Context: an optimization exercise on an open-source flow, tuned for small area. The choices shown serve that exercise and are no tape-out recipe. RTL that was checked went through simulation tests only; none was proved equivalent to the original. The clock port is modelled as an ideal driver, which makes a skipped or thinned clock tree look cheaper than it is; a real chip needs a root buffer or a tree. Power figures rest on the tool's default switching activity, not on a simulated workload.

Setup of birch:
// tcp_syn_os_fingerprinter_top
module tcp_syn_os_fingerprinter_top #(
  parameter int unsigned COUNT_WIDTH = 16
) (
  input  logic         clk_i,
  input  logic         rst_ni,
  input  logic         s_axis_tvalid,
  output logic         s_axis_tready,
  input  logic [23:0]  s_axis_tdata,
  input  logic [0:0]   s_axis_tuser,
  output logic         m_axis_tvalid,
  input  logic         m_axis_tready,
  output logic [135:0] m_axis_tdata,
  output logic [0:0]   m_axis_tuser
);
  logic        in_valid_q;
  logic        op_q;
  logic [4:0]  pl_q, pl_in;
  logic [1:0]  kind_in;
  logic [2:0]  bcode_in;
  logic [7:0]  proto, obyte;
  logic        take;
  logic [2:0]  cls;
  logic        classified;
  logic [15:0] pkt, tcp, udp, cls_total;
  assign proto = s_axis_tdata[7:0];
  assign obyte = s_axis_tdata[21:14];
  always_comb begin
    if (proto == 8'd17)     kind_in = tsf_pkg::K_UDP;
    else if (proto == 8'd6) kind_in = (s_axis_tdata[8] && !s_axis_tdata[9]) ? tsf_pkg::K_TCPSYN : tsf_pkg::K_TCP;
    else                    kind_in = tsf_pkg::K_OTHER;
    case (obyte)
      8'd1:    bcode_in = tsf_pkg::B_1;
      8'd2:    bcode_in = tsf_pkg::B_2;
      8'd3:    bcode_in = tsf_pkg::B_3;
      8'd4:    bcode_in = tsf_pkg::B_4;
      8'd8:    bcode_in = tsf_pkg::B_8;
      default: bcode_in = tsf_pkg::B_OTHER;
    endcase
    pl_in[4]   = !s_axis_tuser[0] && kind_in == tsf_pkg::K_TCPSYN;
    pl_in[3]   = s_axis_tdata[13];
    pl_in[2]   = s_axis_tuser[0] ? bcode_in[2] : s_axis_tdata[12];
    if (s_axis_tuser[0])                  pl_in[1:0] = bcode_in[1:0];
    else if (kind_in == tsf_pkg::K_TCPSYN) pl_in[1:0] = s_axis_tdata[11:10];
    else                                   pl_in[1:0] = kind_in;
  end
  assign s_axis_tready = !in_valid_q || take;
  always_ff @(posedge clk_i or negedge rst_ni) begin
    if (!rst_ni) begin
      in_valid_q <= 1'b0;
    end else begin
  ...
Size in the first run: about 660 cells after synthesis, about 170 I/O pins, roughly 0.0081 mm^2 of cells after synthesis.
==> module tsf_core, before the edit <==
module tsf_core (
  input  logic        clk_i,
  input  logic        rst_ni,
  input  logic        item_valid_i,
  input  logic        op_i,         
  input  logic [4:0]  pl_i,         
  output logic        take_o,
  output logic        res_valid_o,
  input  logic        res_ready_i,
  output logic [2:0]  cls_o,
  output logic        classified_o,
  output logic [15:0] pkt_o,
  output logic [15:0] tcp_o,
  output logic [15:0] udp_o,
  output logic [15:0] cls_total_o
);
  logic [2:0]  code_q, code_d, code_step;
  logic [5:0]  cnt_q, cnt_d;
  logic [15:0] ip_q, tcp_q, udp_q;
  logic [15:0] cc_q [6];
  logic [15:0] cc_sel, cc_inc;
  logic        res_valid_q;
  logic [2:0]  res_q, res_d;
  logic        inc_q;
  logic        emit;
  logic        is_hdr;
  logic        is_syn, is_tcp, is_udp;
  logic [3:0]  doff;
  assign is_hdr = !op_i;
  assign is_syn = pl_i[4];
  assign is_tcp = pl_i[4] || pl_i[1:0] == tsf_pkg::K_TCP;
  assign is_udp = !pl_i[4] && pl_i[1:0] == tsf_pkg::K_UDP;
  assign doff   = pl_i[3:0];
  assign take_o = item_valid_i && (!res_valid_q || res_ready_i);
  tsf_classify u_classify (
    .code_i (code_q),
    .cnt_i  (cnt_q),
    .byte_i (pl_i[2:0]),
    .code_o (code_step)
  );
  always_comb begin
    code_d = code_q;
    cnt_d  = cnt_q;
    res_d  = tsf_pkg::R_NONE;
    emit   = 1'b0;
    if (is_hdr) begin
      emit   = 1'b1;
      code_d = tsf_pkg::C_IDLE;
      cnt_d  = {doff, 2'b00};
      if (is_syn) begin
        if (doff <= 4'd5) begin
          res_d = 3'd0;        
        end else begin
          case (doff)
            4'd7:    code_d = tsf_pkg::C_A;
            4'd8:    code_d = tsf_pkg::C_B;
            4'd11:   code_d = tsf_pkg::C_C;
            4'd10:   code_d = tsf_pkg::C_DE;
            default: code_d = tsf_pkg::C_OTHER;
          endcase
        end
      end
    end else if (code_q != tsf_pkg::C_IDLE) begin
      cnt_d  = cnt_q - 1'b1;
      code_d = code_step;
      if (cnt_q == 6'd21) begin
        emit   = 1'b1;
        code_d = tsf_pkg::C_IDLE;
        res_d  = (code_q == tsf_pkg::C_DE || code_q == tsf_pkg::C_OTHER) ? 3'd0 : code_q;
      end
    end
  end
  always_ff @(posedge clk_i or negedge rst_ni) begin
    if (!rst_ni) begin
      code_q      <= tsf_pkg::C_IDLE;
      res_valid_q <= 1'b0;
      inc_q       <= 1'b0;
    end else begin
      if (take_o) begin
        code_q <= code_d;
        res_valid_q <= emit;
      end else if (res_ready_i) begin
        res_valid_q <= 1'b0;
      end
      inc_q <= take_o && emit && (res_d != tsf_pkg::R_NONE);
    end
  end
  always_ff @(posedge clk_i) begin
    if (take_o) begin
      cnt_q <= cnt_d;
    end
    if (take_o && emit) begin
      res_q <= res_d;
    end
  end
  always_ff @(posedge clk_i or negedge rst_ni) begin
    if (!rst_ni) begin
      ip_q  <= '0;
      tcp_q <= '0;
      udp_q <= '0;
    end else begin
      ip_q  <= ip_q  + 16'(take_o && is_hdr);
      tcp_q <= tcp_q + 16'(take_o && is_hdr && is_tcp);
      udp_q <= udp_q + 16'(take_o && is_hdr && is_udp);
    end
  end
  logic started_q;
  always_ff @(posedge clk_i or negedge rst_ni) begin
    if (!rst_ni) begin
      started_q <= 1'b0;
    end else begin
      started_q <= 1'b1;
    end
  end
  logic [5:0] cc_rd;
  always_comb begin
    cc_sel = '0;
    for (int i = 0; i < 6; i++) begin
      cc_rd[i] = started_q && res_q == 3'(i);
      cc_sel   = cc_sel | ({16{cc_rd[i]}} & cc_q[i]);
    end
  end
  assign cc_inc = cc_sel + 16'(inc_q);
  always_ff @(posedge clk_i) begin
    for (int i = 0; i < 6; i++) begin
      if (!started_q || (inc_q && res_q == 3'(i))) cc_q[i] <= cc_inc;
    end
  end
  assign res_valid_o  = res_valid_q;
  assign classified_o = (res_q != tsf_pkg::R_NONE);
  assign cls_o        = (res_q == tsf_pkg::R_NONE) ? 3'd0 : res_q;
  assign pkt_o        = ip_q;
  assign tcp_o        = tcp_q;
  assign udp_o        = udp_q;
  assign cls_total_o  = cc_inc;
endmodule
export LEC_CHECK = 0
export CAP_MARGIN = 20
export CORE_MARGIN = 2
export CORE_UTILIZATION = 70
export SLEW_MARGIN = 20
create_clock -name core_clock -period 6.0 [get_ports {clk_i}]
standard.sh (not shown) runs the stock make flow with config.mk's settings and CLKGATE_MAP_FILE= SYNTH_SCRIPT=/design/flow/synth_recipe.tcl, a recipe that flattens the netlist after the stock synthesis.
==> flow/flow/run.sh <==
#!/bin/bash
# Own layout flow: the standard.sh with the standard synthesis unchanged, then:
#  - constant outputs keep the single tie cell from synthesis (no per-port tie cells),
#  - port buffers use sky130_fd_sc_hd__buf_1,
#  - the clock tree is built by flow/clock_tree.tcl (sourced before CTS): one root
#    buffer driving CLK_LEAVES leaf buffers, each driving one cluster of flip-flops,
#  - after the floorplan, flow/restructure.tcl re-maps the combinational logic for
#    area with OpenROAD's restructure (ABC) and keeps a single tie cell,
#  - before the placement repair, flow/downsize.tcl puts combinational cells with
#    few loads at their smallest drive strength; repair_design sizes up as needed.
# Each step's full output goes to its own log here.
set -euo pipefail
# Liberty file without the platform's don't-use cells, for restructure.
DONT_USE=$(sed -n '/^export DONT_USE_CELLS += \\/,/^$/p' "$FLOW_HOME/platforms/sky130hd/config.mk" | grep -o 'sky130_fd_sc_hd__[a-z0-9_]*')
python3 flow/filter_lib.py "$FLOW_HOME/platforms/sky130hd/lib/sky130_fd_sc_hd__tt_025C_1v80.lib" "$PWD/rs.lib" $DONT_USE > filter_lib.log 2>&1
export RS_LIB="$PWD/rs.lib"
export RS_DIR="$PWD/rmp"
export POST_FLOORPLAN_TCL="$PWD/flow/restructure.tcl"
export PRE_CTS_TCL="$PWD/flow/clock_tree.tcl"
export CLK_LEAVES=11
export PRE_RESIZE_TCL="$PWD/flow/downsize.tcl"
export DS_MAXFO=8
export CLK_LEAF_BUF=sky130_fd_sc_hd__clkbuf_8
export CLK_ROOT_BUF=sky130_fd_sc_hd__clkbuf_16
bash standard.sh synth > 1_synth.log 2>&1
bash standard.sh SKIP_REPAIR_TIE_FANOUT=1 floorplan > 2_floorplan.log 2>&1
bash standard.sh SKIP_REPAIR_TIE_FANOUT=1 \
  "BUFFER_PORTS_ARGS=-buffer_cell sky130_fd_sc_hd__buf_1" \
  finish > 3_finish.log 2>&1
Other scripts of this flow, unchanged in this note and not shown: flow/flow/clock_tree.tcl, flow/flow/downsize.tcl, flow/flow/filter_lib.py, flow/flow/restructure.tcl
What pine does differently from birch at the input level:
==> flow/design.v, changed modules only <==
module tsf_core (
  input  logic        clk_i,
  input  logic        rst_ni,
  input  logic        item_valid_i,
  input  logic        op_i,         
  input  logic [4:0]  pl_i,         
  output logic        take_o,
  output logic        res_valid_o,
  input  logic        res_ready_i,
  output logic [2:0]  cls_o,
  output logic        classified_o,
  output logic [15:0] pkt_o,
  output logic [15:0] tcp_o,
  output logic [15:0] udp_o,
  output logic [15:0] cls_total_o
);
  logic [2:0]  code_q, code_d, code_step;
  logic [5:0]  cnt_q, cnt_d;
  logic [15:0] ip_q, tcp_q, udp_q;
  logic [15:0] cc_q [6];
  logic [5:0]  cc_w_q;
  logic [15:0] cc_sel, cc_inc;
  logic        res_valid_q;
  logic [2:0]  res_q, res_d;
  logic        inc_q;
  logic        emit;
  logic        is_hdr;
  logic        is_syn, is_tcp, is_udp;
  logic [3:0]  doff;
  assign is_hdr = !op_i;
  assign is_syn = pl_i[4];
  assign is_tcp = pl_i[4] || pl_i[1:0] == tsf_pkg::K_TCP;
  assign is_udp = !pl_i[4] && pl_i[1:0] == tsf_pkg::K_UDP;
  assign doff   = pl_i[3:0];
  assign take_o = item_valid_i && (!res_valid_q || res_ready_i);
  tsf_classify u_classify (
    .code_i (code_q),
    .cnt_i  (cnt_q),
    .byte_i (pl_i[2:0]),
    .code_o (code_step)
  );
  always_comb begin
    code_d = code_q;
    cnt_d  = cnt_q;
    res_d  = tsf_pkg::R_NONE;
    emit   = 1'b0;
    if (is_hdr) begin
      emit   = 1'b1;
      code_d = tsf_pkg::C_IDLE;
      cnt_d  = {doff, 2'b00};
      if (is_syn) begin
        if (doff <= 4'd5) begin
          res_d = 3'd0;        
        end else begin
          case (doff)
            4'd7:    code_d = tsf_pkg::C_A;
            4'd8:    code_d = tsf_pkg::C_B;
            4'd11:   code_d = tsf_pkg::C_C;
            4'd10:   code_d = tsf_pkg::C_DE;
            default: code_d = tsf_pkg::C_OTHER;
          endcase
        end
      end
    end else if (code_q != tsf_pkg::C_IDLE) begin
      cnt_d  = cnt_q - 1'b1;
      code_d = code_step;
      if (cnt_q == 6'd21) begin
        emit   = 1'b1;
        code_d = tsf_pkg::C_IDLE;
        res_d  = (code_q == tsf_pkg::C_DE || code_q == tsf_pkg::C_OTHER) ? 3'd0 : code_q;
      end
    end
  end
  always_ff @(posedge clk_i or negedge rst_ni) begin
    if (!rst_ni) begin
      code_q      <= tsf_pkg::C_IDLE;
      res_valid_q <= 1'b0;
      inc_q       <= 1'b0;
    end else begin
      if (take_o) begin
        code_q <= code_d;
        res_valid_q <= emit;
      end else if (res_ready_i) begin
        res_valid_q <= 1'b0;
      end
      inc_q <= take_o && emit && (res_d != tsf_pkg::R_NONE);
    end
  end
  always_ff @(posedge clk_i) begin
    if (take_o) begin
      cnt_q <= cnt_d;
    end
    if (take_o && emit) begin
      res_q <= res_d;
    end
  end
  always_ff @(posedge clk_i or negedge rst_ni) begin
    if (!rst_ni) begin
      ip_q  <= '0;
      tcp_q <= '0;
      udp_q <= '0;
    end else begin
      ip_q  <= ip_q  + 16'(take_o && is_hdr);
      tcp_q <= tcp_q + 16'(take_o && is_hdr && is_tcp);
      udp_q <= udp_q + 16'(take_o && is_hdr && is_udp);
    end
  end
  always_comb begin
    case (res_q)
      3'd0:    cc_sel = cc_w_q[0] ? cc_q[0] : '0;
      3'd1:    cc_sel = cc_w_q[1] ? cc_q[1] : '0;
      3'd2:    cc_sel = cc_w_q[2] ? cc_q[2] : '0;
      3'd3:    cc_sel = cc_w_q[3] ? cc_q[3] : '0;
      3'd4:    cc_sel = cc_w_q[4] ? cc_q[4] : '0;
      3'd5:    cc_sel = cc_w_q[5] ? cc_q[5] : '0;
      default: cc_sel = '0;
    endcase
  end
  assign cc_inc = cc_sel + 16'(inc_q);
  always_ff @(posedge clk_i or negedge rst_ni) begin
    if (!rst_ni) begin
      cc_w_q <= '0;
    end else if (inc_q) begin
      for (int i = 0; i < 6; i++) begin
        if (res_q == 3'(i)) cc_w_q[i] <= 1'b1;
      end
    end
  end
  always_ff @(posedge clk_i) begin
    if (inc_q) begin
      for (int i = 0; i < 6; i++) begin
        if (res_q == 3'(i)) cc_q[i] <= cc_inc;
      end
    end
  end
  assign res_valid_o  = res_valid_q;
  assign classified_o = (res_q != tsf_pkg::R_NONE);
  assign cls_o        = (res_q == tsf_pkg::R_NONE) ? 3'd0 : res_q;
  assign pkt_o        = ip_q;
  assign tcp_o        = tcp_q;
  assign udp_o        = udp_q;
  assign cls_total_o  = cc_inc;
endmodule
==> comparison <==
- pine reached the final stage; the timing, design-rule and antenna checks on its layout passed.
- Diff pine..birch | floorplan die area | negligible
- pine vs birch, post-synthesis share of cell area spent on and, or, nand and nor gates went up by 0.60 points.
- Compared with birch, in pine sequential share of layout area increased 1.1 points, routed wire length essentially unchanged.
- Lower power share of the clock group among pine and birch: pine
- Summary of pine over birch: count of buffer and inverter cells on the critical path fell 1, final design utilization rose 0.52 points.
- pine vs birch — cell area climbed slightly
- [pine vs birch] total routing resource utilization after global routing: lower in pine
- Against birch, pine comes in 2.7 points lower on share of the cycle needed by the critical path after routing.
- | leakage power of the design | pine vs birch | 0.00011 uW higher |
- pine ended up with fewer standard cells than birch.
- birch → pine: global-route wire length before repair decreased by about 2.2% relative to the old numbers; required time at the endpoint of the critical path closely matched the old numbers.
Only the layout flow was run in birch; the RTL was not checked for function there. In every run of this note, the design's own scripts or RTL, not TritonCTS, make the clock network.

[re-timing with driven ports]
How much do the figures lean on ideal ports? The routed layouts below were timed once more, with nothing changed but the port constraints. Step 1 assumes that a clkbuf_16 drives the clock port and a buf_2 every other input. Step 2, shift: input delay + t, output delay - t, t = (earliest + latest rising clock arrival at the registers) / 2. This alone moves slack from input paths to output paths. Three values: ideal, step 1, step 2; two values: the first two.
run | t (ns) | slack for setup (ns) | hold WS [ns] | slew at the worst register clock pin (ns)
birch | 0.392 | 0.287 / 0.251 / 0.643 | 0.477 / 0.477 / 0.477 | 0.10 / 0.10
pine | 0.401 | 0.449 / 0.409 / 0.810 | 0.475 / 0.475 / 0.475 | 0.11 / 0.11
After both steps setup and hold are still met in every run listed.
